This design comes from an exercise in tuning for small area on the open sky130 flow, not from production work. In this exercise RTL edits were held to simulation tests only and were not proved equivalent to the original. Power figures rest on the tool's default switching activity, not on a simulated workload. The clock port is modelled as an ideal driver; clocking choices that lean on that would not hold on a real chip.

## flow/run.sh

```bash
#!/bin/bash
# synth_recipe.tcl (not shown) runs the flow's synth.tcl, then flattens the netlist and writes it again
# the make line also repeats each setting of config.mk as NAME=value (left out here)
make -C /OpenROAD-flow-scripts/flow DESIGN_CONFIG=/design/flow/config.mk WORK_HOME=/design/flow/orfs CLKGATE_MAP_FILE= SYNTH_SCRIPT=/design/flow/synth_recipe.tcl finish
```

## flow/config.mk

```make
export PLATFORM = sky130hd
export DESIGN_NAME = reg_file_mp
export DESIGN_NICKNAME = reg_file_mp
export VERILOG_FILES = /design/flow/design.v
export SDC_FILE = /design/flow/constraint.sdc
export NUM_CORES = 4
export LEC_CHECK = 0
export CAP_MARGIN = 20
export CORE_MARGIN = 2
export CORE_UTILIZATION = 55
export SLEW_MARGIN = 20
export SYNTH_HIERARCHICAL = 1
export SYNTH_MINIMUM_KEEP_SIZE = 0
```

## flow/constraint.sdc

```tcl
create_clock -name core_clock -period 5.0 [get_ports {clk}]
set_input_delay 1.0000 -clock core_clock [delete_from_list [all_inputs] [get_ports {clk}]]
set_output_delay 1.0000 -clock core_clock [all_outputs]
set_load 0.01 [all_outputs]
```

## flow/design.v

```verilog
module rf_read_port #(
   parameter int XLEN     = 32,
   parameter int DEPTH    = 32,
   parameter int AW       = $clog2(DEPTH)
) (
   input  logic                       clk,
   input  logic                       rst,
   input  logic [AW-1:0]              addr,
   input  logic [DEPTH-1:0][XLEN-1:0] data,
   input  logic [DEPTH-1:0]           valid,
   input  logic [DEPTH-1:0]           pend,
   input  logic                       wr_legal,
   input  logic [AW-1:0]              wr_addr,
   output logic [XLEN-1:0]            rd_data,
   output logic                       rd_pend
);
   localparam int LB = (AW + 1) / 2;    
   localparam int HB = AW - LB;         
   logic [(1<<LB)-1:0] lo_q;
   logic [(1<<HB)-1:0] hi_q;
   logic [DEPTH-1:0]   sel;
   logic [(1<<LB)-1:0] lo_d;
   logic [(1<<HB)-1:0] hi_d;
   logic [DEPTH-1:0]   dec;
   always_comb begin
      for (int i = 0; i < (1 << LB); i++)
         lo_d[i] = (addr[LB-1:0] == LB'(i));
      for (int i = 0; i < (1 << HB); i++)
         hi_d[i] = (addr[AW-1:LB] == HB'(i));
      for (int r = 0; r < DEPTH; r++)
         dec[r] = lo_d[r % (1 << LB)] && hi_d[r >> LB];
   end
   always_ff @(posedge clk or posedge rst) begin
      if (rst) begin
         lo_q    <= '0;
         hi_q    <= '0;
         rd_pend <= 1'b0;
      end else begin
         lo_q    <= lo_d;
         hi_q    <= hi_d;
         rd_pend <= |(pend & dec) && !(wr_legal && wr_addr == addr);
      end
   end
   always_comb begin
      for (int r = 0; r < DEPTH; r++)
         sel[r] = valid[r] && lo_q[r % (1 << LB)] && hi_q[r >> LB];
   end
   for (genvar b = 0; b < XLEN; b++) begin : g_bit
      logic [DEPTH-1:1] col;
      for (genvar r = 1; r < DEPTH; r++) begin : g_col
         assign col[r] = data[r][b];
      end
      rf_mux_bit #(.N(DEPTH-1)) u_mux (.sel(sel[DEPTH-1:1]), .d(col), .y(rd_data[b]));
   end
endmodule
module rf_mux_bit #(
   parameter int N = 31
) (
   input  logic [N-1:0] sel,
   input  logic [N-1:0] d,
   output logic         y
);
   localparam int NG = N / 3;
   localparam int NR = N - 3 * NG;
   logic [NG-1:0] gn;
   for (genvar g = 0; g < NG; g++) begin : g_grp
      rf_aoi3 u_aoi (.s(sel[3*g +: 3]), .d(d[3*g +: 3]), .yn(gn[g]));
   end
   if (NR > 0) begin : g_rest
      assign y = ~&gn | (|(sel[N-1 -: NR] & d[N-1 -: NR]));
   end else begin : g_norest
      assign y = ~&gn;
   end
endmodule
module rf_aoi3 (
   input  logic [2:0] s,
   input  logic [2:0] d,
   output logic       yn
);
   assign yn = ~|(s & d);
endmodule
module reg_file_mp #(
   parameter int XLEN     = 32,
   parameter int DEPTH    = 32,
   parameter int NRD      = 2,
   parameter bit BYPASS   = 1'b1,
   parameter bit ZERO_REG = 1'b1,
   parameter int AW       = $clog2(DEPTH)
) (
   input  logic                 clk,
   input  logic                 rst,
   input  logic [NRD*AW-1:0]    rd_addr,
   output logic [NRD*XLEN-1:0]  rd_data,
   output logic [NRD-1:0]       rd_pend,
   input  logic                 wr_en,
   input  logic [AW-1:0]        wr_addr,
   input  logic [XLEN-1:0]      wr_data,
   input  logic                 iss_en,
   input  logic [AW-1:0]        iss_addr,
   input  logic                 clr_req,
   output logic                 clr_busy
);
   logic                       busy;
   logic                       tail;      
   logic [AW-1:0]              idx;       
   logic [DEPTH-1:0][XLEN-1:0] data;
   logic [DEPTH-1:0]           valid;
   logic [DEPTH-1:0]           pend;
   logic [DEPTH-1:0]           we;
   logic [DEPTH-1:0]           ie;
   logic [DEPTH-1:0]           ce;        
   logic [DEPTH-1:0]           vc;        
   logic                       wr_legal;
   assign clr_busy = busy;
   always_ff @(posedge clk or posedge rst) begin
      if (rst) begin
         busy <= 1'b0;
         tail <= 1'b0;
         idx  <= '0;
      end else begin
         tail <= busy && (idx == AW'(DEPTH - 1));
         if (busy) begin
            idx <= idx + 1'b1;
            if (idx == AW'(DEPTH - 1))
               busy <= 1'b0;
         end else if (clr_req) begin
            busy <= 1'b1;
         end
      end
   end
   assign wr_legal = wr_en && !busy && !(ZERO_REG && wr_addr == '0);
   always_comb begin
      for (int r = 0; r < DEPTH; r++) begin
         we[r] = !busy && wr_en  && (wr_addr  == AW'(r)) && !(ZERO_REG && r == 0);
         ie[r] = !busy && iss_en && (iss_addr == AW'(r)) && !(ZERO_REG && r == 0);
         ce[r] = busy && (idx == AW'(r));
      end
      vc[DEPTH-1] = tail;
      for (int r = 0; r < DEPTH - 1; r++)
         vc[r] = busy && (idx == AW'(r + 1));
   end
   for (genvar r = 0; r < DEPTH; r++) begin : g_reg
      if (ZERO_REG && r == 0) begin : g_zero
         assign data[r]  = '0;
         assign valid[r] = 1'b0;
         assign pend[r]  = 1'b0;
      end else begin : g_word
         logic [XLEN-1:0] d_q;
         logic            v_q;
         logic            p_q;
         assign data[r]  = d_q;
         assign valid[r] = v_q;
         assign pend[r]  = p_q;
         always_ff @(posedge clk) begin
            if (we[r])
               d_q <= wr_data;
         end
         always_ff @(posedge clk or posedge rst) begin
            if (rst)
               v_q <= 1'b0;
            else if (we[r])
               v_q <= 1'b1;
            else if (vc[r])
               v_q <= 1'b0;
         end
         always_ff @(posedge clk or posedge rst) begin
            if (rst)
               p_q <= 1'b0;
            else if (ie[r])
               p_q <= 1'b1;
            else if (we[r] || ce[r])
               p_q <= 1'b0;
         end
      end
   end
   for (genvar p = 0; p < NRD; p++) begin : g_rd
      rf_read_port #(
         .XLEN     (XLEN),
         .DEPTH    (DEPTH),
         .AW       (AW)
      ) u_rd (
         .clk      (clk),
         .rst      (rst),
         .addr     (rd_addr[p*AW +: AW]),
         .data     (data),
         .valid    (valid),
         .pend     (pend),
         .wr_legal (wr_legal),
         .wr_addr  (wr_addr),
         .rd_data  (rd_data[p*XLEN +: XLEN]),
         .rd_pend  (rd_pend[p])
      );
   end
endmodule
```

==> reports/metrics.yaml, run 1 <==
post-route-min-period_ns: 5.07
grt_use_met3_pct: 14.8
cp-end-kind: "primary output"
cts_resized: 0
synth_cell_types: 54
yosys_register_bits: 1087
fill_cells: 5457
clock_path_buffers: 3
die_w_um: 284
dr.pass1.iters: 14
cp.required_ns: 4.00
finalPower_mw: 20.1
remaining_drc_errors: 0
r2r_cells: 4
clock.fmax_ghz: 0.197
use_met2_pct: 61.6
final-seq-area_sq_mm: 0.0322
vias_per_cell: 8.55
pre_cts_ws_ns: 0.932
syn_to_final_growth_pct: 16.1
critical-path-max-stage-delay_ns: 0.95
clkSinkCount: 1087
path_depth: 6
stdcell_count: 3782
async_reset_ff_share_pct: 8.74
synthFlopType: "edfxtp_1"
cts_buffers: 110
critPathKind: "reg -> out"
ant_nets: 0
multi_input_area_sq_mm: 0.0108
layout.nets: 2707
critical_path_buf_inv_count: 2
avgSynthCellArea_sq_um: 18.2
final_layout_size_suffix_gt1_share_pct: 13.2
wl_per_cell_um: 45.2
grtUsageTotal_pct: 41.6
setup_slack_ns: -0.0680
r2r_slack_ns: 2.18
grt.busiest_layer: "met2"
clk_pin_slew_ns: 0.06
use_met1_pct: 54.2
crit_end: "rd_data[54]"
start_kind: "flop"
ctsHoldBuffers: 0
dp.cells: 3570
crit_chain: "and3_2 -> buf_12 -> a222oi_1 -> nand4_1 -> a2111o_1 -> clkdlybuf4s50_1"
slew_headroom_pct: 13.6
antenna_found_initial: 4
synth_edf_count: 992
worst_pin_slew_ns: 1.30
cp_slowest_cell: "a222oi_1"
fin_crit_sh_pct: 101
hold_viol: 0
cp.arrival_ns: 4.07
dieArea_sq_mm: 0.0808
p_leak_nw: 17.2
critical_path.startpoint: "g_rd[1].u_rd.hi_q[1]$_DFF_PP0_"
route.vias.total: 32300
grt_overflow_total: 0
maxCapViolCount: 0
routed_wl_mm: 171
worstSkewPairLatency_ns: 0.69
rows: 102
start_util_pct: 55.7
slew_viol_final: 0
power_density_mw_per_mm2: 401
core_sq_mm: 0.0776
grt_pass1_wl_mm: 234
grt_pass1_vias: 31200
min_path_type: "reg -> reg"
synth_seq_area_share_pct: 74.5
portBuffers: 123
cts_setup_buffers: 0
grt_max_degree: 38
cp_max_fo: 17
r2r_end: "g_reg[16].g_word.d_q[27]$_DFFE_PP_"
yosysWarnings: 8
crit_family: "compound AO/OA/AOI/OAI gates"
status: "failed layout checks"
synthTopCellsByArea: "edfxtp_1 (69%), a222oi_1 (15%), dfrtp_1 (5.5%)"
post-dp-hpwl_mm: 100
ir_worst_vdd_uv: 279
layout_common_cells: "edfxtp_1 (992), a222oi_1 (640), nand4_1 (134)"
first_iter_violations: 8546
yosysTopAreaCell: "edfxtp_1"
rsz0062_at_grt: "false"
io_pins: 124
yosysTopAreaCellShare_pct: 69.0
rr_startpoint: "busy$_DFF_PP0_"
fin_skew_ns: 0.0197
final_common_cell: "edfxtp_1"
cts_tree: "built"
syn_inst: 2372
htree_levels: 3
setup_viol: 1
synthesis.area_sq_mm: 0.0432
violatedChecks: "setup timing"
cts_root_buf: "clkbuf_16"
die_h_um: 284
hold_start: "tail$_DFF_PP0_"
gp_congestion: 0.929
==> report_power, final <==
group	switching, mW	total (mW)	leakage, nW	internal [mW]
Clock	3.52	8.47	1.83	4.95
Sequential	0.205	10.3	10.2	10.1
Combinational	0.798	1.32	5.18	0.522
==> worst min path at each step <==
stage	cells past startpoint	slack [ns]	to
final	1	0.44	g_reg[31].g_word.v_q$_DFFE_PP0P_
after global routing	1	0.48	g_reg[31].g_word.v_q$_DFFE_PP0P_
after CTS	1	0.45	g_reg[31].g_word.v_q$_DFFE_PP0P_
after detailed placement	1	0.43	g_reg[31].g_word.v_q$_DFFE_PP0P_
after global placement	1	0.41	g_reg[31].g_word.v_q$_DFFE_PP0P_
after floorplan	1	0.40	g_reg[31].g_word.v_q$_DFFE_PP0P_
==> per-stage QoR <==
step | cell area (sq um) | TNS [ns] | hold WS, ns | util, %
4_1_cts | 50100 | 0 | 0.445 | 64.6
5_1_grt | 50100 | 0 | 0.479 | 64.6
2_1_floorplan | 43200 | 0 | 0.400 | -
6_report | 50100 | -0.0680 | 0.437 | 64.6
3_5_place_dp | 46500 | 0 | 0.425 | 59.9
3_3_place_gp | 46500 | 0 | 0.412 | 59.9
==> cells in the mapped netlist (7+ instances only) <==
cell      count
edfxtp_1    992
a222oi_1    640
nand4_1     134
nand2_1     112
dfrtp_1      95
and3_1       68
a2111o_1     64
inv_1        39
a32o_1       30
a21o_1       27
mux4_1       14
nand3_1      13
nor2_1       11
nor2b_1       9
nor3b_1       9
xor2_1        9
buf_2         8
clkbuf_1      7
==> state kept, by name, indices dropped and copies added, names as in the netlist <==
name	count
g_rd.u_rd.rd_pend	2
g.g_word.d_q	992
g.g_word.p_q	31
idx	5
busy	1
tail	1
g.g_word.v_q	31
g_rd.u_rd.hi_q	8
g_rd.u_rd.lo_q	16
==> logic make-up (layout without fill, tap and decap cells) <==
logic type / Yosys count / count (layout) / share of synthesized area (%)
flip-flops: 1087 / 1087 / 74.5
AO/OA/AOI/OAI: 773 / 773 / 17.9
AND/OR/NAND/NOR: 403 / 403 / 5.33
buffers and inverters: 64 / 427 / 0.692
multiplexers: 25 / 25 / 1.20
XOR/XNOR: 13 / 13 / 0.264
adder cells (fa/ha/maj): 6 / 6 / 0.174
other: 1 / 8 / 0.00868
==> modules after synthesis (local to each module, per instance), excerpt <==
module       cells  cell area [sq um]
rf_aoi3          1               10.0
reg_file_mp   1306              33100
==> layout make-up <==
| type | instances | area share (%) |
|---|---|---|
| Clock inverter | 71 | 1.59 |
| Inverter | 39 | 0.292 |
| Tap cell | 1040 | 2.59 |
| Multi-Input combinational cell | 1222 | 21.6 |
| Antenna cell | 6 | 0.0299 |
| Timing Repair Buffer | 184 | 3.99 |
| Sequential cell | 1087 | 64.1 |
| Clock buffer | 133 | 5.78 |
==> layer usage <==
metal  wire length, um  part of all wire, %  vias up
li1                  -                    -    12100
met1             57000                   33    16100
met2             74000                   43     3403
met3             29000                   17      661
met4             10800                  6.3        4
met5                28                0.016        -
==> run 2: changes to the inputs <==
--- a/flow/config.mk
+++ b/flow/config.mk
@@ -9,4 +9,7 @@
 export CORE_MARGIN = 2
 export CORE_UTILIZATION = 55
+export CTS_BUF_LIST = sky130_fd_sc_hd__clkbuf_16
+export CTS_CLUSTER_DIAMETER = 100
+export CTS_CLUSTER_SIZE = 30
 export SLEW_MARGIN = 20
 export SYNTH_HIERARCHICAL = 1
==> reports/metrics.yaml, run 2 <==
status: "failed layout checks"
violatedChecks: "setup timing"
layout_common_cells: "edfxtp_1 (992), a222oi_1 (640), nand4_1 (134)"
post-dp-hpwl_mm: 100  # unchanged
critPathKind: "reg -> out"
ctsHoldBuffers: 0  # unchanged
portBuffers: 123  # unchanged
cp_max_fo: 17  # unchanged
power.internal_mw: 12.2  # -22%
io_pins: 124  # unchanged
grt_pass1_vias: 30300  # -3.0%
layout.nets: 2638  # -2.5%
slew_headroom_pct: 15.1  # +1.5 points
final_layout_size_suffix_gt1_share_pct: 9.32  # -3.9 points
ant_nets: 0  # unchanged
remaining_drc_errors: 0  # unchanged
cp.arrival_ns: 4.07  # about the same
dr.pass1.iters: 14  # unchanged
synth_seq_area_share_pct: 74.5  # unchanged
syn_inst: 2372  # unchanged
sw_frac_of_total_pct: 23.4  # +0.94 points
yosysWarnings: 8  # unchanged
route.vias.total: 31500  # -2.4%
synth_cell_types: 54  # unchanged
core_sq_mm: 0.0776  # unchanged
yosys-top-cells-count: "edfxtp_1 (992), a222oi_1 (640), nand4_1 (134)"
clk_pin_slew_ns: 0.12  # +0.06 ns
final_common_cell: "edfxtp_1"
cts_buffers: 42  # -62%
synthesis.area_sq_mm: 0.0432  # unchanged
antenna_found_initial: 6  # +2
slew_viol_final: 0  # unchanged
htree_levels: 2  # -1
synth_most_common_cell: "edfxtp_1"
r2r_slack_ns: 2.18  # about the same
post-route-min-period_ns: 5.07  # +0.000532 ns
grt_pass1_wl_mm: 231  # -1.5%
setup_viol: 1  # unchanged
avgSynthCellArea_sq_um: 18.2  # unchanged
muxShareOfSynthArea_pct: 1.20  # unchanged
async_reset_ff_share_pct: 8.74  # unchanged
gp_congestion: 0.929  # unchanged
cts_setup_buffers: 0  # unchanged
synth_xor_area_share_pct: 0.264  # unchanged
p_seq_share_pct: 64.8  # +14 points
clock.fmax_ghz: 0.197  # about the same
synthAdderAreaFrac_pct: 0.174  # unchanged
holdPathStages: 1  # unchanged
synth_top_family_by_area: "compound AO/OA/AOI/OAI gates"
tns_ns: -0.0685  # -0.000532 ns
synth_compound_area_share_pct: 17.9  # unchanged
power_density_mw_per_mm2: 334  # -17%
dieArea_sq_mm: 0.0808  # unchanged
p_clk_share_pct: 26.9  # -15 points
fin_skew_ns: 0.0296  # +0.00985 ns
die_w_um: 284  # unchanged
wl_per_cell_um: 46.6  # +3.2%
worstSkewPairLatency_ns: 0.66  # -0.03 ns
reg_top3: "g.g_word.d_q: 992 flops, g.g_word.p_q: 31 flops, g.g_word.v_q: 31 flops"
maxCapViolCount: 0  # unchanged
grt_overflow_total: 0  # unchanged
cp-end-kind: "primary output"
clock_path_buffers: 3  # unchanged
r2r_cells: 4  # unchanged
cts_resized: 0  # unchanged
worst_pin_slew_ns: 1.27  # -0.0223 ns
start_kind: "flop"
ir_worst_vdd_uv: 259  # -7.3%
combPwrFrac_pct: 8.3  # +1.7 points
vias_per_cell: 8.69  # +1.6%
setup_slack_ns: -0.0685  # -0.000532 ns
grt_max_degree: 38  # unchanged
cts_root_buf: "clkbuf_16"
synthFlopType: "edfxtp_1"
die_h_um: 284  # unchanged
yosys.area_share.simple_pct: 5.33  # unchanged
fin_crit_sh_pct: 101  # about the same
synthTopCellsByArea: "edfxtp_1 (69%), a222oi_1 (15%), dfrtp_1 (5.5%)"
largest_reg_flops: 992  # unchanged
postLayoutCoreUtil_pct: 61.3  # -3.3 points
first_iter_violations: 8450  # -1.1%
grtUsageTotal_pct: 41.0  # -0.59 points
dp.cells: 3570  # unchanged
cts_tree: "built"
routed_wl_mm: 169  # -0.96%
start_util_pct: 55.7  # unchanged
pre_cts_ws_ns: 0.932  # unchanged
p_switching_mw: 3.73  # -18%
yosys_register_bits: 1087  # unchanged
yosysTopAreaCell: "edfxtp_1"
regMostFlops: "g.g_word.d_q"
hold_viol: 0  # unchanged
fill_cells: 5676  # +4.0%
cp.required_ns: 4.00  # about the same
clkSinkCount: 1087  # unchanged
syn_to_final_growth_pct: 10.1
p_leak_nw: 15.9  # -7.3%
rsz0062_at_grt: "false"
yosysTopAreaCellShare_pct: 69.0  # unchanged
rows: 102  # unchanged
min_path_type: "reg -> reg"
synth_edf_count: 992  # unchanged
stdcell_count: 3630  # -4.0%
run 2: layout make-up:
class,count,area (sq um),area share [%]
timing repair buffer,183,1980,4.16
clock buffer,42,1050,2.21
tap,1040,1300,2.74
sequential,1087,32200,67.6
multi-input combinational,1222,10800,22.8
inverter,39,146,0.308
antenna,4,10.0,0.0210
clock inverter,13,91.3,0.192
run 2: worst paths after layout:
| check | start | end |
|---|---|---|
| setup / recovery | g_rd[1].u_rd.hi_q[1]$_DFF_PP0_ | rd_data[54] |
| max in group asynchronous | rst | g_reg[17].g_word.v_q$_DFFE_PP0P_ |
| min in group asynchronous | rst | g_rd[0].u_rd.rd_pend$_DFF_PP0_ |
| setup reg to reg | busy$_DFF_PP0_ | g_reg[19].g_word.d_q[10]$_DFFE_PP_ |
| hold reg to reg | tail$_DFF_PP0_ | g_reg[31].g_word.v_q$_DFFE_PP0P_ |
| hold / removal | tail$_DFF_PP0_ | g_reg[31].g_word.v_q$_DFFE_PP0P_ |
run 2: metal layers:
layer  vias to the layer above  part of all wire, %  track usage (%)
li1                      11900                    -                -
met1                     15800                   34             54.0
met2                      3253                   44             61.3
met3                       615                   17             13.3
met4                         0                  6.3             21.2
met5                         -                    0                0
run 2: kinds of logic after synthesis:
logic type      count (synthesis)
compound gates                773
xor+xnor                       13
fa+ha+maj                       6
buf+inv                        64
flops                        1087
mux                            25
other cells                     1
simple gates                  403
run 2: Yosys stat by module, one instance, submodules excluded, excerpt:
module       cell area [sq um]  times used  flip-flops and latches
reg_file_mp              33100           1                    1061
rf_aoi3                   10.0         640                       0
run 2: per-stage QoR:
| stage | hold slack (ns) | power, mW | cell area, sq um |
|---|---|---|---|
| floorplan | 0.400 | 11.1 | 43200 |
| global placement | 0.412 | 11.8 | 46500 |
| detailed placement | 0.425 | 11.8 | 46500 |
| CTS | 0.443 | 15.9 | 47600 |
| global route | 0.474 | 16.3 | 47600 |
| finish | 0.437 | 15.9 | 47600 |
run 2: critical path, cell delays in order (launching register included):
cell and delay, ns:
dfrtp_1 0.52, and3_2 0.53, buf_12 0.30, a222oi_1 0.94, nand4_1 0.19, a2111o_1 0.38, clkdlybuf4s50_1 0.50
run 2: power groups by stage:
stage / clock (mW) / sequential [mW] / combinational [mW]
2_1_floorplan: 0 / 10.4 / 0.665
3_3_place_gp: 0 / 10.5 / 1.27
3_5_place_dp: 0 / 10.5 / 1.28
4_1_cts: 4.27 / 10.3 / 1.29
5_1_grt: 4.58 / 10.3 / 1.38
6_report: 4.29 / 10.3 / 1.32
==> run 3: changes to the inputs <==
==> flow/flow/run.sh (new file) <==
#!/bin/bash
# The standard layout, with the port buffers made from the smallest buffer
# (sky130_fd_sc_hd__buf_1) instead of the cell buffer_ports picks by itself.
# Timing repair still resizes any port buffer that needs more drive.
set -euo pipefail
bash standard.sh "BUFFER_PORTS_ARGS=-buffer_cell sky130_fd_sc_hd__buf_1" finish > standard.log 2>&1
==> flow/standard.sh (new file) <==
#!/bin/bash
# synth_recipe.tcl (not shown) runs the flow's synth.tcl, then flattens the netlist and writes it again
# the make line also repeats each setting of config.mk as NAME=value (left out here)
make -C /OpenROAD-flow-scripts/flow DESIGN_CONFIG=/design/flow/config.mk WORK_HOME=/design/flow/orfs CLKGATE_MAP_FILE= SYNTH_SCRIPT=/design/flow/synth_recipe.tcl "${@:-finish}"
removed: flow/run.sh
==> reports/metrics.yaml, run 3 <==
status: "timing/DRC/antenna clean"
crit_chain: "and3_2 -> a222oi_1 -> nand4_1 -> a2111o_1 -> buf_1"
dp.cells: 3595  # +0.70%
remaining_drc_errors: 0  # unchanged
holdPathStages: 1  # unchanged
ctsHoldBuffers: 0  # unchanged
yosysTopAreaCellShare_pct: 69.0  # unchanged
final_layout_size_suffix_gt1_share_pct: 10.5  # +1.1 points
cts_root_buf: "clkbuf_16"
rsz0062_at_grt: "false"
layout.nets: 2663  # +0.95%
setup_slack_ns: 0.387  # +0.456 ns
post-route-min-period_ns: 4.61  # -0.456 ns
ant_nets: 0  # unchanged
rows: 102  # unchanged
die_h_um: 284  # unchanged
p_leak_nw: 15.8  # -0.97%
synthesis.area_sq_mm: 0.0432  # unchanged
cts_resized: 0  # unchanged
crit_family: "compound AO/OA/AOI/OAI gates"
core_sq_mm: 0.0776  # unchanged
r2r_cells: 3  # -1
fin_skew_ns: 0.0280  # -0.00158 ns
critical_path_buf_inv_count: 1  # -1
syn_inst: 2372  # unchanged
worst_pin_slew_ns: 1.25  # -0.0195 ns
crit_end: "rd_data[14]"
pre_cts_ws_ns: 1.25  # +0.313 ns
holdWs_ns: 0.447  # +0.00980 ns
dr.pass1.iters: 17  # +3
path_depth: 5  # -1
critical_path.startpoint: "g_rd[0].u_rd.hi_q[2]$_DFF_PP0_"
synth_seq_area_share_pct: 74.5  # unchanged
io_pins: 124  # unchanged
cp.required_ns: 4.00  # about the same
antenna_found_initial: 6  # unchanged
slew_headroom_pct: 16.4  # +1.3 points
cts_setup_buffers: 0  # unchanged
rr_startpoint: "busy$_DFF_PP0_"
clock.fmax_ghz: 0.217  # +9.9%
regMostFlops: "g.g_word.d_q"
yosysTopAreaCell: "edfxtp_1"
yosys_register_bits: 1087  # unchanged
gp_congestion: 0.985  # +6.0%
tns_ns: 0  # +0.0685 ns
post-dp-hpwl_mm: 102  # +1.7%
avgSynthCellArea_sq_um: 18.2  # unchanged
fin_crit_sh_pct: 92.3  # -9.1 points
r2r_end: "g_reg[28].g_word.d_q[13]$_DFFE_PP_"
cp.arrival_ns: 3.61  # -0.46 ns
synthTopCellsByArea: "edfxtp_1 (69%), a222oi_1 (15%), dfrtp_1 (5.5%)"
fill_cells: 5818  # +2.5%
clock_path_buffers: 3  # unchanged
ir_worst_vdd_uv: 334  # +29%
worstSkewPairLatency_ns: 0.66  # about the same
dieArea_sq_mm: 0.0808  # unchanged
cts_tree: "built"
start_util_pct: 55.7  # unchanged
power_density_mw_per_mm2: 338  # +1.2%
synth_edf_count: 992  # unchanged
layout_common_cells: "edfxtp_1 (992), a222oi_1 (640), nand4_1 (134)"
grt_overflow_total: 0  # unchanged
maxCapViolCount: 0  # unchanged
grt_max_degree: 40  # +5.3%
route.vias.total: 31800  # +0.67%
cp_slowest_cell: "a222oi_1"
die_w_um: 284  # unchanged
async_reset_ff_share_pct: 8.74  # unchanged
wl_per_cell_um: 46.0  # -1.3%
yosysWarnings: 8  # unchanged
grt_pass1_wl_mm: 231  # +0.10%
r2r_slack_ns: 2.27  # +0.09 ns
largest_reg_flops: 992  # unchanged
slew_viol_final: 0  # unchanged
final_common_cell: "edfxtp_1"
grt_pass1_vias: 30600  # +1.2%
portBuffers: 123  # unchanged
cts_buffers: 42  # unchanged
hold_start: "tail$_DFF_PP0_"
synthFlopType: "edfxtp_1"
cp-end-kind: "primary output"
cp_max_fo: 32  # +15
min_path_type: "reg -> reg"
synth_cell_types: 54  # unchanged
setup_viol: 0  # -1
start_kind: "flop"
hold_viol: 0  # unchanged
stdcell_count: 3656  # +0.72%
critical-path-max-stage-delay_ns: 0.76  # -0.18 ns
first_iter_violations: 8922  # +5.6%
htree_levels: 2  # unchanged
clkSinkCount: 1087  # unchanged
syn_to_final_growth_pct: 8.51
routed_wl_mm: 168  # -0.58%
clk_pin_slew_ns: 0.12  # about the same
reg_top3: "g.g_word.d_q: 992 flops, g.g_word.p_q: 31 flops, g.g_word.v_q: 31 flops"
grtUsageTotal_pct: 40.8  # -0.24 points
critPathKind: "reg -> out"
synth_most_common_cell: "edfxtp_1"
vias_per_cell: 8.69  # about the same
yosys-top-cells-count: "edfxtp_1 (992), a222oi_1 (640), nand4_1 (134)"
-- run 3: changes by cell type in the layout (fill, tap and decap cells not counted), sizes merged --
cell,delta
buf,+124
clkdlybuf4s50,-110
clkbuf,+14
inv,-6
clkinv,+3
diode,+3
clkinvlp,-2
-- run 3: cells by family after synthesis --
group | Yosys count | synth area share (%)
xor+xnor | 13 | 0.264
mux | 25 | 1.20
compound gates | 773 | 17.9
other cells | 1 | 0.00868
fa+ha+maj | 6 | 0.174
buf+inv | 64 | 0.692
simple gates | 403 | 5.33
flops | 1087 | 74.5
-- run 3: worst min-delay path by stage --
stage | slack, ns | end
after CTS | 0.44 | g_reg[31].g_word.v_q$_DFFE_PP0P_
final | 0.45 | g_reg[31].g_word.v_q$_DFFE_PP0P_
after global placement | 0.40 | g_reg[31].g_word.v_q$_DFFE_PP0P_
after global routing | 0.47 | g_reg[31].g_word.v_q$_DFFE_PP0P_
after detailed placement | 0.42 | g_reg[31].g_word.v_q$_DFFE_PP0P_
after floorplan | 0.40 | g_reg[31].g_word.v_q$_DFFE_PP0P_
-- run 3: Yosys stat by module (local to each module, per instance), excerpt --
module,cell area [sq um],flops+latches,cells,times used
reg_file_mp,33100,1061,1306,1
rf_aoi3,10.0,0,1,640
-- run 3: power by group --
group	switching, mW	internal, mW	leakage [nW]
Sequential	0.197	10.1	10.2
Clock	2.72	1.64	0.600
Combinational	0.791	0.411	4.99
-- run 3: area by class of cell --
cell class / instances / area [sq um] / share of cell area (%)
sequential: 1087 / 32200 / 68.6
multi-input combinational: 1222 / 10800 / 23.1
tap: 1040 / 1300 / 2.78
timing repair buffer: 208 / 1220 / 2.60
clock buffer: 45 / 1130 / 2.40
inverter: 39 / 153 / 0.326
clock inverter: 8 / 56.3 / 0.120
antenna: 7 / 17.5 / 0.0374
-- run 3: per-stage QoR --
stage	util, %	power, mW	cell area (sq um)
final	60.4	15.9	46900
after global routing	60.4	16.2	46900
after CTS	60.3	15.8	46800
after detailed placement	58.8	11.7	45600
after global placement	58.6	11.6	45500
after floorplan	-	11.1	43200
-- run 3: per-layer routing --
metal	GRT usage (%)	wire length, um
met1	53.9	57100
met2	60.7	73100
met3	12.6	26900
met4	22.2	11100
met5	0.238	21
==> run 4: changes to the inputs <==
--- a/flow/config.mk
+++ b/flow/config.mk
@@ -10,6 +10,6 @@
 export CORE_UTILIZATION = 55
 export CTS_BUF_LIST = sky130_fd_sc_hd__clkbuf_16
-export CTS_CLUSTER_DIAMETER = 100
-export CTS_CLUSTER_SIZE = 30
+export CTS_CLUSTER_DIAMETER = 80
+export CTS_CLUSTER_SIZE = 24
 export SLEW_MARGIN = 20
 export SYNTH_HIERARCHICAL = 1
==> reports/metrics.yaml, run 4 <==
post-dp-hpwl_mm: 102  # unchanged
ir_worst_vdd_uv: 314  # -6.0%
critPathKind: "reg -> out"
synthTopCellsByArea: "edfxtp_1 (69%), a222oi_1 (15%), dfrtp_1 (5.5%)"
rows: 102  # unchanged
yosys-top-cells-count: "edfxtp_1 (992), a222oi_1 (640), nand4_1 (134)"
grt_pass1_vias: 30700  # +0.17%
clock_path_buffers: 3  # unchanged
syn_inst: 2372  # unchanged
yosysTopAreaCell: "edfxtp_1"
cp.arrival_ns: 3.58  # -0.03 ns
dieArea_sq_mm: 0.0808  # unchanged
stdcell_count: 3671  # +0.41%
regMostFlops: "g.g_word.d_q"
io_pins: 124  # unchanged
synth_cell_types: 54  # unchanged
grtUsageTotal_pct: 40.9  # +0.10 points
grt_pass1_wl_mm: 232  # +0.23%
fill_cells: 5802  # -0.28%
die_w_um: 284  # unchanged
setup_viol: 0  # unchanged
cts_buffers: 53  # +26%
post-route-min-period_ns: 4.58  # -0.0289 ns
ant_nets: 0  # unchanged
multi_input_area_sq_mm: 0.0108  # about the same
syn_to_final_growth_pct: 9.16
cts_resized: 0  # unchanged
htree_levels: 2  # unchanged
clkSinkCount: 1087  # unchanged
clk_pin_slew_ns: 0.10  # -0.02 ns
portBuffers: 123  # unchanged
largest_reg_flops: 992  # unchanged
cp-end-kind: "primary output"
grt_overflow_total: 0  # unchanged
cts_tree: "built"
cp.required_ns: 4.00  # about the same
status: "timing/DRC/antenna clean"
worst_pin_slew_ns: 1.29  # +0.0349 ns
antenna_found_initial: 9  # +3
holdWs_ns: 0.445  # -0.00247 ns
fin_crit_sh_pct: 91.7  # -0.58 points
synth_edf_count: 992  # unchanged
dp.cells: 3595  # unchanged
layout_common_cells: "edfxtp_1 (992), a222oi_1 (640), nand4_1 (134)"
layout.nets: 2673  # +0.38%
grt_max_degree: 40  # unchanged
p_leak_nw: 15.9  # +0.96%
remaining_drc_errors: 0  # unchanged
wl_per_cell_um: 45.9  # -0.15%
dpl_cell_area_sq_mm: 0.0456  # unchanged
cp_max_fo: 32  # unchanged
synthFlopType: "edfxtp_1"
synthesis.area_sq_mm: 0.0432  # unchanged
rsz0062_at_grt: "false"
hold_viol: 0  # unchanged
first_iter_violations: 8909  # -0.15%
slew_headroom_pct: 14.1  # -2.3 points
avgSynthCellArea_sq_um: 18.2  # unchanged
yosys_register_bits: 1087  # unchanged
synth_seq_area_share_pct: 74.5  # unchanged
final_common_cell: "edfxtp_1"
final_layout_size_suffix_gt1_share_pct: 10.9  # +0.43 points
tns_ns: 0  # unchanged
async_reset_ff_share_pct: 8.74  # unchanged
fin_skew_ns: 0.0145  # -0.0135 ns
ctsHoldBuffers: 0  # unchanged
clock.fmax_ghz: 0.218  # +0.63%
slew_viol_final: 0  # unchanged
min_path_type: "reg -> reg"
core_sq_mm: 0.0776  # unchanged
yosysTopAreaCellShare_pct: 69.0  # unchanged
synth_most_common_cell: "edfxtp_1"
die_h_um: 284  # unchanged
power_density_mw_per_mm2: 346  # +2.4%
cts_root_buf: "clkbuf_16"
gp_congestion: 0.985  # unchanged
worstSkewPairLatency_ns: 0.65  # about the same
postLayoutCoreUtil_pct: 60.8  # +0.36 points
routed_wl_mm: 169  # +0.26%
cts_setup_buffers: 0  # unchanged
start_util_pct: 55.7  # unchanged
maxCapViolCount: 0  # unchanged
final-seq-area_sq_mm: 0.0322  # unchanged
fin_area_sq_mm: 0.0472  # +0.60%
dr.pass1.iters: 30  # +13
start_kind: "flop"
vias_per_cell: 8.67  # -0.13%
reg_top3: "g.g_word.d_q: 992 flops, g.g_word.p_q: 31 flops, g.g_word.v_q: 31 flops"
yosysWarnings: 8  # unchanged
route.vias.total: 31800  # +0.28%
## run 4: power by group
group	switching (mW)	total (mW)	internal (mW)	leakage (nW)
Clock	2.82	4.84	2.02	0.764
Sequential	0.198	10.3	10.1	10.2
Combinational	0.793	1.20	0.411	4.98
Total	3.81	16.3	12.5	15.9
## run 4: worst paths after layout
| check | end | cells after the start | from | slack, ns |
|---|---|---|---|---|
| worst max register to register | g_reg[28].g_word.d_q[16]$_DFFE_PP_ | 3 | busy$_DFF_PP0_ | 2.28 |
| min in group asynchronous | g_rd[0].u_rd.hi_q[1]$_DFF_PP0_ | 2 | rst | 0.54 |
| max in group asynchronous | g_reg[6].g_word.v_q$_DFFE_PP0P_ | 3 | rst | 3.30 |
| worst min-delay path | g_reg[31].g_word.v_q$_DFFE_PP0P_ | 1 | tail$_DFF_PP0_ | 0.44 |
| worst max-delay path | rd_data[14] | 5 | g_rd[0].u_rd.hi_q[2]$_DFF_PP0_ | 0.42 |
| worst min register to register | g_reg[31].g_word.v_q$_DFFE_PP0P_ | 1 | tail$_DFF_PP0_ | 0.44 |
## run 4: critical path, stage by stage, from the launching register on
cell and delay, ns:
dfrtp_1 0.48, and3_2 0.65, a222oi_1 0.76, nand4_1 0.40, a2111o_1 0.47, buf_1 0.14
## run 4: cell type report
cell class / count / share of cell area (%)
flip-flops and latches: 1087 / 68.2
multi-input cells: 1222 / 23.0
clock buffers: 54 / 2.87
well taps: 1040 / 2.76
repair buffers: 207 / 2.54
inverters: 39 / 0.324
clock inverters: 17 / 0.284
diodes: 5 / 0.0265
## run 4: per-stage QoR
step	setup WS [ns]	total power, mW
3_5_place_dp	1.25	11.7
5_1_grt	0.408	16.7
6_report	0.416	16.3
2_1_floorplan	0.805	11.1
4_1_cts	0.594	16.3
3_3_place_gp	1.27	11.6
## run 4: cell families (layout without fill, tap and decap cells)
group / Yosys count / in the layout / synth area share [%]
xor gates and xnor gates: 13 / 13 / 0.264
buffers and inverters: 64 / 317 / 0.692
adders and majority gates: 6 / 6 / 0.174
other: 1 / 7 / 0.00868
muxes: 25 / 25 / 1.20
DFF: 1087 / 1087 / 74.5
and+or+nand+nor: 403 / 403 / 5.33
AOI/OAI and AO/OA: 773 / 773 / 17.9
## run 4: metal layers
layer / global-route usage [%] / share of wire, % / up-vias
li1: - / - / 12000
met1: 53.9 / 34 / 16000
met2: 60.7 / 44 / 3201
met3: 13.0 / 16 / 655
met4: 21.9 / 6.3 / 10
met5: 1.19 / 0.094 / -
## run 4: Yosys stat by module (local to each module, per instance), excerpt
module	cells	cell area, sq um
reg_file_mp	1306	33100
rf_aoi3	1	10.0
==> run 5: changes to the inputs <==
--- a/flow/config.mk
+++ b/flow/config.mk
@@ -7,6 +7,8 @@
 export LEC_CHECK = 0
 export CAP_MARGIN = 20
+export CELL_PAD_IN_SITES_DETAIL_PLACEMENT = 1
+export CELL_PAD_IN_SITES_GLOBAL_PLACEMENT = 1
 export CORE_MARGIN = 2
-export CORE_UTILIZATION = 55
+export CORE_UTILIZATION = 45
 export CTS_BUF_LIST = sky130_fd_sc_hd__clkbuf_16
 export CTS_CLUSTER_DIAMETER = 80
==> reports/metrics.yaml, run 5 <==
hold_viol: 0  # unchanged
cts_root_buf: "clkbuf_16"
power.internal_mw: 12.7  # +1.4%
htree_levels: 2  # unchanged
portBuffers: 123  # unchanged
synth_cell_types: 54  # unchanged
post-route-min-period_ns: 4.52  # -0.0661 ns
p_leak_nw: 16.1  # +0.84%
rows: 113  # +11%
setup_slack_ns: 0.482  # +0.0661 ns
yosys-top-cells-count: "edfxtp_1 (992), a222oi_1 (640), nand4_1 (134)"
maxCapViolCount: 0  # unchanged
dr.pass1.iters: 13  # -57%
clock_path_buffers: 3  # unchanged
die_w_um: 314  # +10%
stdcell_count: 3915  # +6.6%
tns_ns: 0  # unchanged
synth_most_common_cell: "edfxtp_1"
route.vias.total: 31400  # -1.5%
yosysTopAreaCellShare_pct: 69.0  # unchanged
avgSynthCellArea_sq_um: 18.2  # unchanged
synthTopCellsByArea: "edfxtp_1 (69%), a222oi_1 (15%), dfrtp_1 (5.5%)"
dieArea_sq_mm: 0.0985  # +22%
wl_per_cell_um: 45.2  # -1.6%
grt_overflow_total: 0  # unchanged
fin_crit_sh_pct: 90.4  # -1.3 points
yosysTopAreaCell: "edfxtp_1"
start_kind: "flop"
antenna_found_initial: 10  # +1
die_h_um: 314  # +10%
yosys_register_bits: 1087  # unchanged
synthFlopType: "edfxtp_1"
clkSinkCount: 1087  # unchanged
r2r_end: "g_reg[16].g_word.d_q[19]$_DFFE_PP_"
syn_to_final_growth_pct: 10.3
setup_viol: 0  # unchanged
cts_buffers: 55  # +3.8%
clock.fmax_ghz: 0.221  # +1.5%
yosysWarnings: 8  # unchanged
p_seq_share_pct: 61.8  # -1.2 points
r2r_cells: 4  # +1
cts_setup_buffers: 0  # unchanged
post-dp-hpwl_mm: 107  # +5.1%
worstSkewPairLatency_ns: 0.68  # +0.03 ns
core_sq_mm: 0.0950  # +22%
reg_top3: "g.g_word.d_q: 992 flops, g.g_word.p_q: 31 flops, g.g_word.v_q: 31 flops"
regMostFlops: "g.g_word.d_q"
cp-end-kind: "primary output"
pre_cts_ws_ns: 1.27  # +0.0222 ns
combPwrFrac_pct: 7.1  # -0.3 points
dp.cells: 3833  # +6.6%
p_switching_mw: 4.00  # +4.9%
cp.required_ns: 4.00  # about the same
final_layout_size_suffix_gt1_share_pct: 11.7  # +0.82 points
synthesis.area_sq_mm: 0.0432  # unchanged
final_common_cell: "edfxtp_1"
sw_frac_of_total_pct: 23.9  # +0.61 points
rr_startpoint: "busy$_DFF_PP0_"
routed_wl_mm: 177  # +4.9%
syn_inst: 2372  # unchanged
cts_resized: 0  # unchanged
p_clk_share_pct: 31.1  # +1.5 points
async_reset_ff_share_pct: 8.74  # unchanged
fin_skew_ns: 0.0208  # +0.00627 ns
grt_pass1_wl_mm: 243  # +4.8%
status: "timing/DRC/antenna clean"
cts_tree: "built"
ant_nets: 0  # unchanged
first_iter_violations: 7366  # -17%
largest_reg_flops: 992  # unchanged
worst_pin_slew_ns: 1.22  # -0.0688 ns
clk_pin_slew_ns: 0.10  # about the same
synth_edf_count: 992  # unchanged
slew_viol_final: 0  # unchanged
r2r_slack_ns: 1.92  # -0.36 ns
io_pins: 124  # unchanged
ir_worst_vdd_uv: 318  # +1.3%
grt_pass1_vias: 31700  # +3.1%
synth_seq_area_share_pct: 74.5  # unchanged
remaining_drc_errors: 0  # unchanged
grtUsageTotal_pct: 35.2  # -5.7 points
layout.nets: 2688  # +0.56%
grt_max_degree: 42  # +5.0%
ctsHoldBuffers: 0  # unchanged
vias_per_cell: 8.01  # -7.6%
cp.arrival_ns: 3.52  # -0.06 ns
start_util_pct: 45.5  # -10 points
gp_congestion: 0.866  # -12%
rsz0062_at_grt: "false"
critPathKind: "reg -> out"
layout_common_cells: "edfxtp_1 (992), a222oi_1 (640), nand4_1 (134)"
cp_max_fo: 17  # -47%
min_path_type: "in -> async"
power_density_mw_per_mm2: 351  # +1.2%
slew_headroom_pct: 18.7  # +4.6 points
==> run 5: per-module statistics from Yosys, one instance, submodules excluded, a selection <==
module,cells inside,flip-flops and latches
reg_file_mp,1306,1061
rf_aoi3,1,0
==> run 5: through the flow <==
stage,hold WS (ns),area [sq um],power [mW],util [%]
5_1_grt,0.424,47600,17.1,50.1
2_1_floorplan,0.400,43200,11.1,-
3_5_place_dp,0.414,46000,11.7,48.4
4_1_cts,0.386,47600,16.7,50.1
6_report,0.394,47600,16.7,50.2
3_3_place_gp,0.408,45900,11.6,48.3
==> run 5: metal layers <==
metal	part of all wire [%]	track usage, %	vias to the layer above
li1	-	-	12000
met1	36	46.8	16300
met5	0.014	0	-
met2	46	55.5	2559
met3	13	7.78	481
met4	5.2	16.5	4
==> run 5: power groups by stage <==
stage	sequential [mW]	clock, mW	combinational (mW)
2_1_floorplan	10.4	0	0.665
3_3_place_gp	10.5	0	1.12
3_5_place_dp	10.5	0	1.17
4_1_cts	10.3	5.23	1.17
5_1_grt	10.3	5.50	1.25
6_report	10.3	5.19	1.18
==> run 5: logic make-up after synthesis <==
| group | share of synthesized area [%] |
|---|---|
| xor gates and xnor gates | 0.264 |
| buffers and inverters | 0.692 |
| muxes | 1.20 |
| DFF | 74.5 |
| other | 0.00868 |
| adders and majority gates | 0.174 |
| AOI/OAI and AO/OA | 17.9 |
| and+or+nand+nor | 5.33 |
==> run 5: how the worst max path moves through the flow <==
stage | start | endpoint | slack (ns)
2_1_floorplan | wr_addr[4] | g_reg[15].g_word.d_q[0]$_DFFE_PP_ | 0.81
3_3_place_gp | g_rd[0].u_rd.hi_q[0]$_DFF_PP0_ | rd_data[11] | 1.30
3_5_place_dp | g_rd[0].u_rd.hi_q[0]$_DFF_PP0_ | rd_data[11] | 1.27
4_1_cts | g_rd[0].u_rd.hi_q[0]$_DFF_PP0_ | rd_data[11] | 0.51
5_1_grt | g_rd[0].u_rd.hi_q[0]$_DFF_PP0_ | rd_data[11] | 0.46
6_report | g_rd[1].u_rd.hi_q[1]$_DFF_PP0_ | rd_data[41] | 0.48
==> run 5: worst max-delay path: stages (launching register included) <==
cell and delay [ns]:
dfrtp_1 0.46, and3_2 0.44, buf_4 0.32, a222oi_1 0.89, nand4_1 0.16, a2111o_1 0.39
buf_1 0.14
==> run 5: cell type report <==
cell class	instances	area, sq um
Fill cell	8855	47400
Clock buffer	57	1430
Timing Repair Buffer	220	1280
Multi-Input combinational cell	1222	10800
Tap cell	1265	1580
Inverter	39	150
Antenna cell	4	10.0
Clock inverter	21	211
Sequential cell	1087	32200
==> run 6: changes to the inputs <==
==> flow/flow/run.sh (replaced) <==
#!/bin/bash
# The standard layout, with two changes:
# - the port buffers are made from the smallest buffer
#   (sky130_fd_sc_hd__buf_1) instead of the cell buffer_ports picks by itself;
#   timing repair still resizes any port buffer that needs more drive;
# - clock tree synthesis inserts no dummy loads (same clustering as the
#   CTS_* settings in config.mk).
set -euo pipefail
bash standard.sh \
   "BUFFER_PORTS_ARGS=-buffer_cell sky130_fd_sc_hd__buf_1" \
   "CTS_ARGS=-sink_clustering_enable -repair_clock_nets -sink_clustering_size 30 -sink_clustering_max_diameter 100 -buf_list sky130_fd_sc_hd__clkbuf_16 -dont_use_dummy_load" \
   finish > standard.log 2>&1
--- a/flow/config.mk
+++ b/flow/config.mk
@@ -10,8 +10,8 @@
 export CELL_PAD_IN_SITES_GLOBAL_PLACEMENT = 1
 export CORE_MARGIN = 2
-export CORE_UTILIZATION = 45
+export CORE_UTILIZATION = 60
 export CTS_BUF_LIST = sky130_fd_sc_hd__clkbuf_16
-export CTS_CLUSTER_DIAMETER = 80
-export CTS_CLUSTER_SIZE = 24
+export CTS_CLUSTER_DIAMETER = 100
+export CTS_CLUSTER_SIZE = 30
 export SLEW_MARGIN = 20
 export SYNTH_HIERARCHICAL = 1
==> reports/metrics.yaml, run 6 <==
power.internal_mw: 12.1  # -5.0%
ir_worst_vdd_uv: 338  # +6.3%
cp-end-kind: "primary output"
vias_per_cell: 8.98  # +12%
yosysWarnings: 8  # unchanged
fin_skew_ns: 0.0308  # +0.0101 ns
postLayoutCoreUtil_pct: 64.8  # +15 points
combPwrFrac_pct: 8.0  # +0.9 points
cp_max_fo: 18  # +1
maxCapViolCount: 0  # unchanged
crit_family: "compound AO/OA/AOI/OAI gates"
start_kind: "flop"
yosys_register_bits: 1087  # unchanged
rsz0062_at_grt: "false"
cp.required_ns: 4.00  # about the same
layout_common_cells: "edfxtp_1 (992), a222oi_1 (640), nand4_1 (134)"
die_h_um: 272  # -13%
cts_resized: 0  # unchanged
dieArea_sq_mm: 0.0742  # -25%
setup_viol: 0  # unchanged
synth_edf_count: 992  # unchanged
final-seq-area_sq_mm: 0.0322  # unchanged
p_switching_mw: 3.68  # -7.9%
cts_buffers: 43  # -22%
dr.max_layer_used: "met5"
largest_reg_flops: 992  # unchanged
cts_setup_buffers: 0  # unchanged
final_layout_size_suffix_gt1_share_pct: 8.50  # -3.2 points
sw_frac_of_total_pct: 23.4  # -0.55 points
grtUsageTotal_pct: 43.1  # +7.9 points
min_path_type: "in -> async"
critical_path_buf_inv_count: 2  # unchanged
p_clk_share_pct: 26.5  # -4.6 points
route.vias.total: 31600  # +0.64%
slew_viol_final: 0  # unchanged
syn_to_final_growth_pct: 7.09
grt_pass1_wl_mm: 227  # -6.7%
avgSynthCellArea_sq_um: 18.2  # unchanged
post-dp-hpwl_mm: 96.0  # -10%
clkSinkCount: 1087  # unchanged
p_seq_share_pct: 65.5  # +3.7 points
synthFlopType: "edfxtp_1"
slew_headroom_pct: 18.1  # -0.57 points
dr_wl_met2_mm: 73.2  # -9.3%
gp_congestion: 1.01  # +17%
dr.pass1.iters: 12  # -1
cp_slowest_cell: "a222oi_1"
yosysTopAreaCellShare_pct: 69.0  # unchanged
routed_wl_mm: 161  # -8.8%
wl_met3_mm: 26.1  # +14%
r2r_slack_ns: 1.82  # -0.10 ns
synth_seq_area_share_pct: 74.5  # unchanged
die_w_um: 272  # -13%
cts_root_buf: "clkbuf_16"
fin_crit_sh_pct: 94.6  # +4.2 points
grt_overflow_total: 0  # unchanged
final_common_cell: "edfxtp_1"
power_density_mw_per_mm2: 340  # -2.9%
layout.nets: 2630  # -2.2%
antenna_found_initial: 8  # -2
ctsHoldBuffers: 0  # unchanged
ant_nets: 0  # unchanged
hold_viol: 0  # unchanged
remaining_drc_errors: 0  # unchanged
critical-path-max-stage-delay_ns: 0.57  # -0.32 ns
regMostFlops: "g.g_word.d_q"
synthesis.area_sq_mm: 0.0432  # unchanged
worst_pin_slew_ns: 1.23  # +0.00860 ns
synth_cell_types: 54  # unchanged
grt_max_degree: 36  # -14%
syn_inst: 2372  # unchanged
status: "timing/DRC/antenna clean"
portBuffers: 123  # unchanged
rows: 98  # -13%
critPathKind: "reg -> out"
post-route-min-period_ns: 4.73  # +0.212 ns
wl_per_cell_um: 45.9  # +1.6%
multi_input_area_sq_mm: 0.0108  # about the same
cp.arrival_ns: 3.73  # +0.21 ns
io_pins: 124  # unchanged
start_util_pct: 60.5  # +15 points
grt_pass1_vias: 31900  # +0.88%
fill_cells: 6119  # -31%
worstSkewPairLatency_ns: 0.64  # -0.04 ns
first_iter_violations: 8020  # +8.9%
crit_chain: "and3_2 -> buf_4 -> a222oi_1 -> nand4_1 -> a2111o_1 -> buf_1"
wl_met1_mm: 53.8  # -16%
cts_tree: "built"
yosysTopAreaCell: "edfxtp_1"
clk_pin_slew_ns: 0.11  # about the same
reg_top3: "g.g_word.d_q: 992 flops, g.g_word.p_q: 31 flops, g.g_word.v_q: 31 flops"
async_reset_ff_share_pct: 8.74  # unchanged
synth_most_common_cell: "edfxtp_1"
yosys-top-cells-count: "edfxtp_1 (992), a222oi_1 (640), nand4_1 (134)"
p_leak_nw: 15.5  # -3.7%
synthTopCellsByArea: "edfxtp_1 (69%), a222oi_1 (15%), dfrtp_1 (5.5%)"
clock.fmax_ghz: 0.211  # -4.5%
core_sq_mm: 0.0714  # -25%
htree_levels: 2  # unchanged
clock_path_buffers: 3  # unchanged
tns_ns: 0  # unchanged
-- run 6: cell counts after synthesis --
No cell type changed its count.
-- run 6: final timing paths --
kind	start	endpoint	depth (start not counted)
min in group core_clock	tail$_DFF_PP0_	g_reg[31].g_word.v_q$_DFFE_PP0P_	1
hold reg to reg	tail$_DFF_PP0_	g_reg[31].g_word.v_q$_DFFE_PP0P_	1
hold / removal	rst	g_rd[0].u_rd.hi_q[0]$_DFF_PP0_	2
setup / recovery	g_rd[1].u_rd.hi_q[1]$_DFF_PP0_	rd_data[49]	6
setup reg to reg	busy$_DFF_PP0_	g_reg[19].g_word.d_q[4]$_DFFE_PP_	3
max in group asynchronous	rst	g_reg[19].g_word.p_q$_DFFE_PP0P_	3
-- run 6: area by class of cell --
cell class | instances | area share, %
inverter | 39 | 0.322
multi-input combinational | 1222 | 23.4
clock buffer | 43 | 2.33
tap | 950 | 2.57
sequential | 1087 | 69.5
antenna | 2 | 0.0108
timing repair buffer | 174 | 1.86
-- run 6: cell families (layout without fill, tap and decap cells) --
| family | after synthesis | after routing | synth area share, % |
|---|---|---|---|
| AO/OA/AOI/OAI | 773 | 773 | 17.9 |
| other | 1 | 4 | 0.00868 |
| AND/OR/NAND/NOR | 403 | 403 | 5.33 |
| multiplexers | 25 | 25 | 1.20 |
| XOR/XNOR | 13 | 13 | 0.264 |
| flip-flops | 1087 | 1087 | 74.5 |
| buffers and inverters | 64 | 256 | 0.692 |
| adder cells (fa/ha/maj) | 6 | 6 | 0.174 |
-- run 6: Yosys stat by module, one instance, submodules excluded, a selection --
| module | area (sq um) | cells inside | times used |
|---|---|---|---|
| rf_aoi3 | 10.0 | 1 | 640 |
| reg_file_mp | 33100 | 1306 | 1 |
-- run 6: routing by layer --
metal  track usage (%)  up-vias
met5                 0        -
met1              58.2    15800
met2              66.4     3265
li1                  -    11800
met3              11.8      616
met4              19.0        8
-- run 6: power groups by stage --
stage | Clock (mW) | Combinational, mW | Sequential [mW]
CTS | 4.16 | 1.21 | 10.3
finish | 4.18 | 1.25 | 10.3
global placement | 0 | 1.15 | 10.5
floorplan | 0 | 0.665 | 10.4
global route | 4.42 | 1.30 | 10.3
detailed placement | 0 | 1.20 | 10.5
-- run 6: worst reg2reg max path: stages, from the launching register on --
cell and delay (ns):
dfrtp_1 0.70, and3b_1 0.76, nand3_1 0.38, inv_2 0.90
-- run 6: through the flow --
step / setup WS, ns / power [mW] / instances / hold slack [ns] / area, sq um
floorplan: 0.805 / 11.1 / 2373 / 0.400 / 43200
global placement: 1.22 / 11.6 / 3470 / 0.412 / 45100
detailed placement: 1.16 / 11.7 / 3472 / 0.448 / 45200
CTS: 0.392 / 15.7 / 3515 / 0.443 / 46200
global route: 0.358 / 16.1 / 3516 / 0.498 / 46300
finish: 0.270 / 15.7 / 3517 / 0.459 / 46300
==> run 7: changes to the inputs <==
--- a/flow/config.mk
+++ b/flow/config.mk
@@ -10,5 +10,5 @@
 export CELL_PAD_IN_SITES_GLOBAL_PLACEMENT = 1
 export CORE_MARGIN = 2
-export CORE_UTILIZATION = 60
+export CORE_UTILIZATION = 55
 export CTS_BUF_LIST = sky130_fd_sc_hd__clkbuf_16
 export CTS_CLUSTER_DIAMETER = 100
==> reports/metrics.yaml, run 7 <==
slew_viol_final: 0  # unchanged
cp-end-kind: "primary output"
syn_to_final_growth_pct: 7.90
fill_cells: 6882  # +12%
yosysTopAreaCell: "edfxtp_1"
grt_overflow_total: 0  # unchanged
synth_cell_types: 54  # unchanged
min_to: "g_reg[31].g_word.v_q$_DFFE_PP0P_"
start_util_pct: 55.7  # -4.9 points
yosysWarnings: 8  # unchanged
r2r_slack_ns: 1.77  # -0.05 ns
fin_crit_sh_pct: 93.4  # -1.2 points
first_iter_violations: 7832  # -2.3%
synthTopCellsByArea: "edfxtp_1 (69%), a222oi_1 (15%), dfrtp_1 (5.5%)"
yosys_register_bits: 1087  # unchanged
clk_pin_slew_ns: 0.12  # about the same
setup_viol: 0  # unchanged
p_leak_nw: 15.6  # +0.63%
async_reset_ff_share_pct: 8.74  # unchanged
synth_most_common_cell: "edfxtp_1"
power.internal_mw: 12.0  # -0.31%
largest_reg_flops: 992  # unchanged
layout.nets: 2641  # +0.42%
layout_common_cells: "edfxtp_1 (992), a222oi_1 (640), nand4_1 (134)"
worst_pin_slew_ns: 1.35  # +0.123 ns
synth_edf_count: 992  # unchanged
grt_max_degree: 38  # +5.6%
ctsHoldBuffers: 0  # unchanged
die_w_um: 284  # +4.4%
clock.fmax_ghz: 0.214  # +1.3%
holdWs_ns: 0.431  # -0.0280 ns
cp_max_fo: 32  # +14
sw_frac_of_total_pct: 23.4  # +0.030 points
combPwrFrac_pct: 7.6  # -0.4 points
reg_top3: "g.g_word.d_q: 992 flops, g.g_word.p_q: 31 flops, g.g_word.v_q: 31 flops"
clkSinkCount: 1087  # unchanged
antenna_found_initial: 7  # -1
core_sq_mm: 0.0776  # +8.7%
holdPathStages: 1
cp.arrival_ns: 3.67  # -0.06 ns
stdcell_count: 3624  # +3.0%
hold_start: "tail$_DFF_PP0_"
worstSkewPairLatency_ns: 0.65  # about the same
dieArea_sq_mm: 0.0808  # +9.0%
status: "timing/DRC/antenna clean"
cts_setup_buffers: 0  # unchanged
cts_tree: "built"
fin_area_sq_mm: 0.0466  # +0.75%
die_h_um: 284  # +4.4%
synthFlopType: "edfxtp_1"
final_layout_size_suffix_gt1_share_pct: 9.63  # +1.1 points
io_pins: 124  # unchanged
r2r_end: "g_reg[19].g_word.d_q[0]$_DFFE_PP_"
vias_per_cell: 8.85  # -1.4%
wl_per_cell_um: 48.9  # +6.4%
post-dp-hpwl_mm: 103  # +7.0%
synth_seq_area_share_pct: 74.5  # unchanged
power_density_mw_per_mm2: 337  # -1.0%
critPathKind: "reg -> out"
cts_buffers: 42  # -2.3%
rows: 102  # +4.1%
grtUsageTotal_pct: 43.1  # about the same
routed_wl_mm: 177  # +9.7%
tns_ns: 0  # unchanged
fin_skew_ns: 0.0877  # +0.0568 ns
grt_pass1_vias: 32800  # +2.7%
finalPower_mw: 15.7  # -0.27%
portBuffers: 123  # unchanged
min_path_type: "reg -> reg"
synthesis.area_sq_mm: 0.0432  # unchanged
p_seq_share_pct: 65.7  # +0.2 points
maxCapViolCount: 0  # unchanged
syn_inst: 2372  # unchanged
cp.required_ns: 4.00  # about the same
slew_headroom_pct: 9.89  # -8.2 points
clock_path_buffers: 3  # unchanged
ant_nets: 0  # unchanged
dr.pass1.iters: 16  # +4
dpl_cell_area_sq_mm: 0.0455  # +0.64%
dp.cells: 3572  # +2.9%
cts_root_buf: "clkbuf_16"
htree_levels: 2  # unchanged
rr_startpoint: "busy$_DFF_PP0_"
avgSynthCellArea_sq_um: 18.2  # unchanged
yosysTopAreaCellShare_pct: 69.0  # unchanged
hold_viol: 0  # unchanged
start_kind: "flop"
yosys-top-cells-count: "edfxtp_1 (992), a222oi_1 (640), nand4_1 (134)"
remaining_drc_errors: 0  # unchanged
ir_worst_vdd_uv: 260  # -23%
post-route-min-period_ns: 4.67  # -0.0587 ns
r2r_cells: 4  # +1
gp_congestion: 0.915  # -9.6%
cts_resized: 0  # unchanged
final_common_cell: "edfxtp_1"
grt_pass1_wl_mm: 244  # +7.8%
rsz0062_at_grt: "false"
p_switching_mw: 3.68  # -0.14%
p_clk_share_pct: 26.7  # +0.2 points
regMostFlops: "g.g_word.d_q"
route.vias.total: 32100  # +1.6%
-- run 7: cell counts after synthesis --
No cell type changed its count.
-- run 7: cell families (layout without fill, tap and decap cells) --
family	after synthesis	count (layout)	synth area share, %
xor+xnor	13	13	0.264
compound gates	773	773	17.9
fa+ha+maj	6	6	0.174
buf+inv	64	267	0.692
mux	25	25	1.20
simple gates	403	403	5.33
other cells	1	10	0.00868
flops	1087	1087	74.5
-- run 7: power groups by stage --
| stage | logic (mW) | clock network, mW | registers (mW) |
|---|---|---|---|
| 2_1_floorplan | 0.665 | 0 | 10.4 |
| 3_3_place_gp | 1.12 | 0 | 10.5 |
| 3_5_place_dp | 1.16 | 0 | 10.5 |
| 4_1_cts | 1.16 | 4.17 | 10.3 |
| 5_1_grt | 1.26 | 4.44 | 10.3 |
| 6_report | 1.20 | 4.19 | 10.3 |
-- run 7: worst max path at each step --
stage / from / endpoint / cells after the start
2_1_floorplan: wr_addr[4] / g_reg[15].g_word.d_q[0]$_DFFE_PP_ / 2
3_3_place_gp: g_rd[0].u_rd.hi_q[3]$_DFF_PP0_ / rd_data[24] / 6
3_5_place_dp: g_rd[0].u_rd.hi_q[3]$_DFF_PP0_ / rd_data[24] / 6
4_1_cts: g_rd[0].u_rd.hi_q[3]$_DFF_PP0_ / rd_data[24] / 6
5_1_grt: g_rd[0].u_rd.hi_q[3]$_DFF_PP0_ / rd_data[8] / 5
6_report: g_rd[0].u_rd.hi_q[3]$_DFF_PP0_ / rd_data[8] / 5
-- run 7: final cells by class --
| type | count | area, sq um | area share, % |
|---|---|---|---|
| clock buffers | 42 | 1050 | 2.25 |
| multi-input cells | 1222 | 10900 | 23.3 |
| diodes | 8 | 20.0 | 0.0430 |
| inverters | 39 | 156 | 0.336 |
| flip-flops and latches | 1087 | 32200 | 69.0 |
| well taps | 1040 | 1300 | 2.79 |
| repair buffers | 186 | 1040 | 2.24 |
-- run 7: critical path, stage by stage, from the launching register on --
cell	delay, ns
dfrtp_1	0.54
and3_2	0.69
a222oi_1	0.46
nand4_1	0.61
a2111o_1	0.58
buf_1	0.16
-- run 7: per-layer routing --
layer | wire, um | GRT usage, % | vias up
met5 | 12 | 0 | -
met4 | 12900 | 28.3 | 2
met3 | 27000 | 13.4 | 692
met2 | 79500 | 65.2 | 3200
met1 | 57600 | 53.8 | 16300
li1 | - | - | 11900
-- run 7: through the flow --
step	setup slack, ns	utilization (%)
2_1_floorplan	0.805	-
3_3_place_gp	1.30	58.5
3_5_place_dp	1.25	58.6
4_1_cts	0.567	59.9
5_1_grt	0.358	60.1
6_report	0.329	60.1
-- run 7: per-module statistics from Yosys (local to each module, per instance), a selection --
| module | flip-flops and latches | cells | area (sq um) | copies in the design |
|---|---|---|---|---|
| rf_aoi3 | 0 | 1 | 10.0 | 640 |
| reg_file_mp | 1061 | 1306 | 33100 | 1 |

[what the ideal ports hide]
No port has a modelled driver above. Below, the same layouts with a new extraction and two added sets of constraints. Step 1, drivers: a clkbuf_16 drives clk and a buf_2 each remaining input, both assumed. Step 2, shift: input delay + t, output delay - t, t = (earliest + latest rising clock arrival at the registers) / 2. This alone moves slack from input paths to output paths. a / b / c = no drivers / after step 1 / after step 2; a / b = the first two.
run | t, ns | setup WS [ns] | slew at the worst register clock pin (ns) | pins driven straight from the clock port
run 1 | 0.752 | -0.068 / -0.142 / 0.609 | 0.07 / 0.07 | 1
run 2 | 0.717 | -0.069 / -0.143 / 0.574 | 0.12 / 0.12 | 1
run 3 | 0.716 | 0.387 / 0.315 / 1.032 | 0.12 / 0.12 | 1
run 4 | 0.714 | 0.416 / 0.345 / 1.059 | 0.10 / 0.10 | 1
run 5 | 0.748 | 0.482 / 0.414 / 1.162 | 0.10 / 0.10 | 1
run 6 | 0.698 | 0.270 / 0.198 / 0.896 | 0.12 / 0.12 | 1
run 7 | 0.679 | 0.329 / 0.256 / 0.936 | 0.12 / 0.12 | 1
